Background: an optimization exercise with open tools, aiming at small area, a short achievable clock period and few clock cycles per item. Do not read the settings as production practice. At most, simulation tests tie the RTL to the original design; equivalence was not proved. No driver is modelled on the clock port, so clocking that relies on it looks cheaper here than on a real chip. Power is estimated from default activity; no workload was simulated.

Setup of quartz:
==> module kmp_substring_search_core, before the edit <==
module kmp_substring_search_core (
  input  logic                          clk_i,
  input  logic                          rst_ni,
  input  logic                          in_valid_i,
  output logic                          in_ready_o,
  input  logic [kmp_pkg::REQ_W-1:0]     req_type_i,
  input  logic [kmp_pkg::CHAR_W-1:0]    char_value_i,
  input  logic                          last_text_i,
  output logic                          out_valid_o,
  input  logic                          out_ready_i,
  output logic [kmp_pkg::STAT_W-1:0]    status_o,
  output logic [kmp_pkg::POS_W-1:0]     match_position_o,
  output logic [kmp_pkg::CNT_W-1:0]     pattern_count_o
);
  localparam int NP = kmp_pkg::MAX_PATTERN;
  logic o_v_q;
  logic hold, adv;
  logic sk_empty_q, sk_empty_d;
  logic rdy_q;
  logic xfer;
  assign hold = o_v_q & ~out_ready_i;
  assign adv  = ~hold;
  assign xfer = in_valid_i & rdy_q;
  assign sk_empty_d = adv | (sk_empty_q & ~xfer);
  always_ff @(posedge clk_i or negedge rst_ni) begin
    if (!rst_ni) rdy_q <= 1'b0;
    else         rdy_q <= sk_empty_d;
  end
  assign in_ready_o = rdy_q;
  logic       a_v_q;
  logic [1:0] a_t_q;
  logic [7:0] a_c_q;
  logic       a_l_q;
  logic [1:0] s_t_q;
  logic [7:0] s_c_q;
  logic       s_l_q;
  always_ff @(posedge clk_i or negedge rst_ni) begin
    if (!rst_ni) begin
      a_v_q      <= 1'b0;
      sk_empty_q <= 1'b1;
    end else begin
      if (adv) a_v_q <= ~sk_empty_q | xfer;
      sk_empty_q <= sk_empty_d;
    end
  end
  always_ff @(posedge clk_i) begin
    if (adv) begin
      if (!sk_empty_q) begin
        a_t_q <= s_t_q;
        a_c_q <= s_c_q;
        a_l_q <= s_l_q;
      end else begin
        a_t_q <= req_type_i;
        a_c_q <= char_value_i;
        a_l_q <= last_text_i;
      end
    end
    if (sk_empty_q) begin
      s_t_q <= req_type_i;
      s_c_q <= char_value_i;
      s_l_q <= last_text_i;
    end
  end
  logic [7:0]    q_q [NP];
  logic [NP-1:0] e_q;
  logic [6:0]    len_q;
  logic [NP-1:0] inj;       
  logic [NP-1:0] eq;
  logic [NP-1:0] e_nxt;
  logic          b_go, b_shift, b_txt, b_start, full, hit;
  logic          q_shift, qdone_q;
  assign full    = len_q[6];
  assign b_go    = a_v_q & adv;
  assign b_shift = b_go & (a_t_q == kmp_pkg::REQ_APPEND) & ~full;
  assign q_shift = a_v_q & (a_t_q == kmp_pkg::REQ_APPEND) & ~full & ~qdone_q;
  always_ff @(posedge clk_i or negedge rst_ni) begin
    if (!rst_ni) qdone_q <= 1'b0;
    else         qdone_q <= hold & (qdone_q | q_shift);
  end
  assign b_txt   = b_go & (a_t_q == kmp_pkg::REQ_TEXT);
  assign b_start = b_go & (a_t_q == kmp_pkg::REQ_START);
  always_comb begin
    for (int j = 0; j < NP - 1; j++) inj[j] = (len_q[5:0] == 6'(j + 1));
    inj[NP-1] = full;
    for (int j = 0; j < NP; j++) eq[j] = (q_q[j] == a_c_q);
    e_nxt = ({1'b0, e_q[NP-1:1]} | inj) & eq;
  end
  assign hit = e_nxt[0];
  always_ff @(posedge clk_i) begin
    if (q_shift) begin
      q_q[0] <= a_c_q;
      for (int j = 1; j < NP; j++) q_q[j] <= q_q[j-1];
    end
    if (b_start) e_q <= '0;
    else if (b_txt) e_q <= e_nxt;
    else if (b_shift) e_q <= {e_q[NP-2:0], 1'b0};
  end
  always_ff @(posedge clk_i or negedge rst_ni) begin
    if (!rst_ni) begin
      len_q <= '0;
    end else if (b_go && a_t_q == kmp_pkg::REQ_CLEAR) begin
      len_q <= '0;
    end else if (b_shift) begin
      len_q <= len_q + 7'd1;
    end
  end
  logic       c_v_q;
  logic [1:0] c_t_q;
  logic       c_l_q;
  logic       c_hit_q;
  logic       c_err_q;      
  logic [6:0] c_cnt_q;
  always_ff @(posedge clk_i or negedge rst_ni) begin
    if (!rst_ni) c_v_q <= 1'b0;
    else if (adv) c_v_q <= a_v_q;
  end
  always_ff @(posedge clk_i) begin
    if (adv) begin
      c_t_q   <= a_t_q;
      c_l_q   <= a_l_q;
      c_hit_q <= hit;
      c_err_q <= full;
      c_cnt_q <= (a_t_q == kmp_pkg::REQ_CLEAR) ? 7'd0 :
                 (a_t_q == kmp_pkg::REQ_APPEND && !full) ? len_q + 7'd1 : len_q;
    end
  end
  logic [16:0] tp_q;        
  logic        found_q;
  logic [15:0] fpos_q;
  logic        c_go;
  logic [16:0] tp_inc;
  logic [15:0] hit_pos;
  logic        cnt_zero;
  assign c_go     = c_v_q & adv;
  assign tp_inc   = tp_q + 17'd1;
  assign hit_pos  = tp_q[15:0] - {9'd0, c_cnt_q};
  assign cnt_zero = (c_cnt_q == '0);
  logic [2:0]  st;
  logic [15:0] pos;
  logic        f_set, f_clr, t_inc;
  always_comb begin
    st    = kmp_pkg::ST_ACCEPT;
    pos   = '0;
    f_set = 1'b0;
    f_clr = 1'b0;
    t_inc = 1'b0;
    unique case (c_t_q)
      kmp_pkg::REQ_APPEND: if (c_err_q) st = kmp_pkg::ST_ERROR;
      kmp_pkg::REQ_TEXT: begin
        if (found_q) begin
          st  = kmp_pkg::ST_MATCH;
          pos = fpos_q;
        end else if (cnt_zero) begin
          st    = kmp_pkg::ST_MATCH;
          f_set = 1'b1;
        end else if (tp_q[16] && tp_q[0]) begin    
          st = kmp_pkg::ST_ERROR;
        end else begin
          t_inc = 1'b1;
          if (c_hit_q) begin
            st    = kmp_pkg::ST_MATCH;
            pos   = hit_pos;
            f_set = 1'b1;
          end else begin
            st = c_l_q ? kmp_pkg::ST_NOT_FOUND : kmp_pkg::ST_NO_MATCH;
          end
        end
      end
      kmp_pkg::REQ_START: f_clr = 1'b1;
      default: ;
    endcase
  end
  always_ff @(posedge clk_i or negedge rst_ni) begin
    if (!rst_ni) begin
      tp_q    <= 17'd1;
      found_q <= 1'b0;
    end else if (c_go) begin
      if (f_clr) begin
        tp_q    <= 17'd1;
        found_q <= 1'b0;
      end else begin
        if (t_inc) tp_q <= tp_inc;
        if (f_set) found_q <= 1'b1;
      end
    end
  end
  always_ff @(posedge clk_i) begin
    if (c_go && f_set) fpos_q <= pos;
  end
  logic [2:0]  o_st_q;
  logic [15:0] o_pos_q;
  logic [6:0]  o_cnt_q;
  always_ff @(posedge clk_i or negedge rst_ni) begin
    if (!rst_ni) o_v_q <= 1'b0;
    else if (adv) o_v_q <= c_v_q;
  end
  always_ff @(posedge clk_i) begin
    if (adv) begin
      o_st_q  <= st;
      o_pos_q <= pos;
      o_cnt_q <= c_cnt_q;
    end
  end
  assign out_valid_o      = o_v_q;
  assign status_o         = o_st_q;
  assign match_position_o = o_pos_q;
  assign pattern_count_o  = o_cnt_q;
endmodule
clock: 6.0 ns
lec_check: 0
abc_clock_period_in_ps: 2500
cap_margin: 20
core_margin: 2
core_utilization: 50
cts_buf_list: sky130_fd_sc_hd__clkbuf_16
cts_cluster_diameter: 100
cts_cluster_size: 30
setup_slack_margin: 3.8
slew_margin: 20
standard.sh (not shown) runs the stock make flow with config.mk's settings and CLKGATE_MAP_FILE= SYNTH_SCRIPT=/design/flow/synth_recipe.tcl, a recipe that flattens the netlist after the stock synthesis.
==> flow/flow/run.sh <==
#!/bin/bash
set -euo pipefail
work=$(cd "$(dirname "$0")/.." && pwd)
cd "$work"
export POST_CTS_TCL="$work/flow/collapse.tcl"
bash standard.sh > "$work/standard.log" 2>&1
==> flow/flow/collapse.tcl <==
set block [ord::get_db_block]
set clk_net [$block findNet clk_i]
set roots {}
foreach it [$clk_net getITerms] { lappend roots [$it getInst] }
if {[llength $roots] == 1} {
  set root [lindex $roots 0]
  set rnet [[$root findITerm X] getNet]
  set loads {}
  foreach it [$rnet getITerms] {
    if {[$it getInst] ne $root} { lappend loads $it }
  }
  if {[string match "sky130_fd_sc_hd__clkbuf_*" [[$root getMaster] getName]] && [llength $loads] <= 4} {
    foreach it $loads {
      $it disconnect
      $it connect $clk_net
    }
    [$root findITerm A] disconnect
    [$root findITerm X] disconnect
    odb::dbInst_destroy $root
    odb::dbNet_destroy $rnet
    puts "collapse: clock port now drives [llength $loads] buffers directly"
  }
}
Testbench counts of quartz, summed over its fixed seeds: cycles 21,147, items 21,123.
Setup changes, quartz to juniper
--- a/flow/design.v
+++ b/flow/design.v
@@ -159,20 +159,23 @@
       c_err_q <= full;
       c_cnt_q <= (a_t_q == kmp_pkg::REQ_CLEAR) ? 7'd0 :
                  (a_t_q == kmp_pkg::REQ_APPEND && !full) ? len_q + 7'd1 : len_q;
     end
   end
-  logic [16:0] tp_q;        
+  logic [16:0] tpx_q;
+  logic [16:0] tp_q;
+  assign tp_q = {tpx_q[16:1], ~tpx_q[0]};
   logic        found_q;
   logic [15:0] fpos_q;
   logic        c_go;
   logic [16:0] tp_inc;
   logic [15:0] hit_pos;
   logic        cnt_zero;
   assign c_go     = c_v_q & adv;
   assign tp_inc   = tp_q + 17'd1;
-  assign hit_pos  = tp_q[15:0] - {9'd0, c_cnt_q};
+  logic [15:0] base_q;
+  assign hit_pos  = base_q;
   assign cnt_zero = (c_cnt_q == '0);
   logic [2:0]  st;
   logic [15:0] pos;
   logic        f_set, f_clr, t_inc;
   always_comb begin
@@ -207,20 +210,32 @@
       default: ;
     endcase
   end
   always_ff @(posedge clk_i or negedge rst_ni) begin
     if (!rst_ni) begin
-      tp_q    <= 17'd1;
+      tpx_q   <= '0;
       found_q <= 1'b0;
     end else if (c_go) begin
       if (f_clr) begin
-        tp_q    <= 17'd1;
+        tpx_q   <= '0;
         found_q <= 1'b0;
       end else begin
-        if (t_inc) tp_q <= tp_inc;
+        if (t_inc) tpx_q <= {tp_inc[16:1], ~tp_inc[0]};
         if (f_set) found_q <= 1'b1;
       end
+    end
+  end
+  always_ff @(posedge clk_i or negedge rst_ni) begin
+    if (!rst_ni) begin
+      base_q <= 16'd1;
+    end else if (c_go) begin
+      unique case (c_t_q)
+        kmp_pkg::REQ_APPEND: if (!c_err_q) base_q <= base_q - 16'd1;
+        kmp_pkg::REQ_TEXT:   if (t_inc) base_q <= base_q + 16'd1;
+        kmp_pkg::REQ_START:  base_q <= 16'd1 - {9'd0, c_cnt_q};
+        default:             base_q <= tp_q[15:0];    
+      endcase
     end
   end
   always_ff @(posedge clk_i) begin
     if (c_go && f_set) fpos_q <= pos;
   end
Results
- juniper closes out successfully: all stages finished, all timing, DRC and antenna checks passed.
- When juniper is set beside quartz, its maximum vdd ir drop turns out to be about 37% smaller.
- Compared to quartz, juniper has synthesized cell count 135 higher.
- quartz ended up with tp_q[0]$_DFFE_PN1P_ as its launching instance or port of the critical path; juniper ended up with c_t_q[1]$_DFFE_PN_.
- Summary of the comparison: sequential share of power is lower in juniper, relative to quartz.
- Cell area after layout in juniper is 5.2% higher than in quartz
- Relative to quartz, via-per-instance ratio has increased by 1.5% in juniper.
- Compared with quartz, juniper shows maximum number of pins on one net before global-route repair that has gone down by more than a quarter.
- quartz leaves more setup margin than juniper.
- Compared with quartz, juniper shows a higher routed length on met2.
- Routed wire in juniper totals more than in quartz.
- Tap cell count, juniper and quartz: lower on quartz
No functional check of the RTL was part of juniper.

what the ideal ports hide:
The results above use ideal ports. As a check the final layouts listed here were re-extracted and re-timed, cells and wires unchanged. Step 1 sets driving cells, clkbuf_16 on the clock port and buf_2 on the other inputs (assumed; they add their load-dependent delay and slew). Step 2 moves the port delays by t, midway between the first and last clock arrival at a register: inputs arrive t later, outputs are due t later. That takes back most of the time a late clock gives input paths. Three values: ideal, step 1, step 2; two values: the first two.
run	shift t [ns]	setup WS [ns]	clock arrival spread, ns
quartz	0.556	3.692 / 3.689 / 3.307	0.022 / 0.022
juniper	0.562	3.493 / 3.493 / 3.171	0.030 / 0.030
After both steps setup and hold are still met in every run listed. For quartz, which loses most, drivers alone change the setup slack by -0.003 ns; drivers and shift together by -0.385 ns.
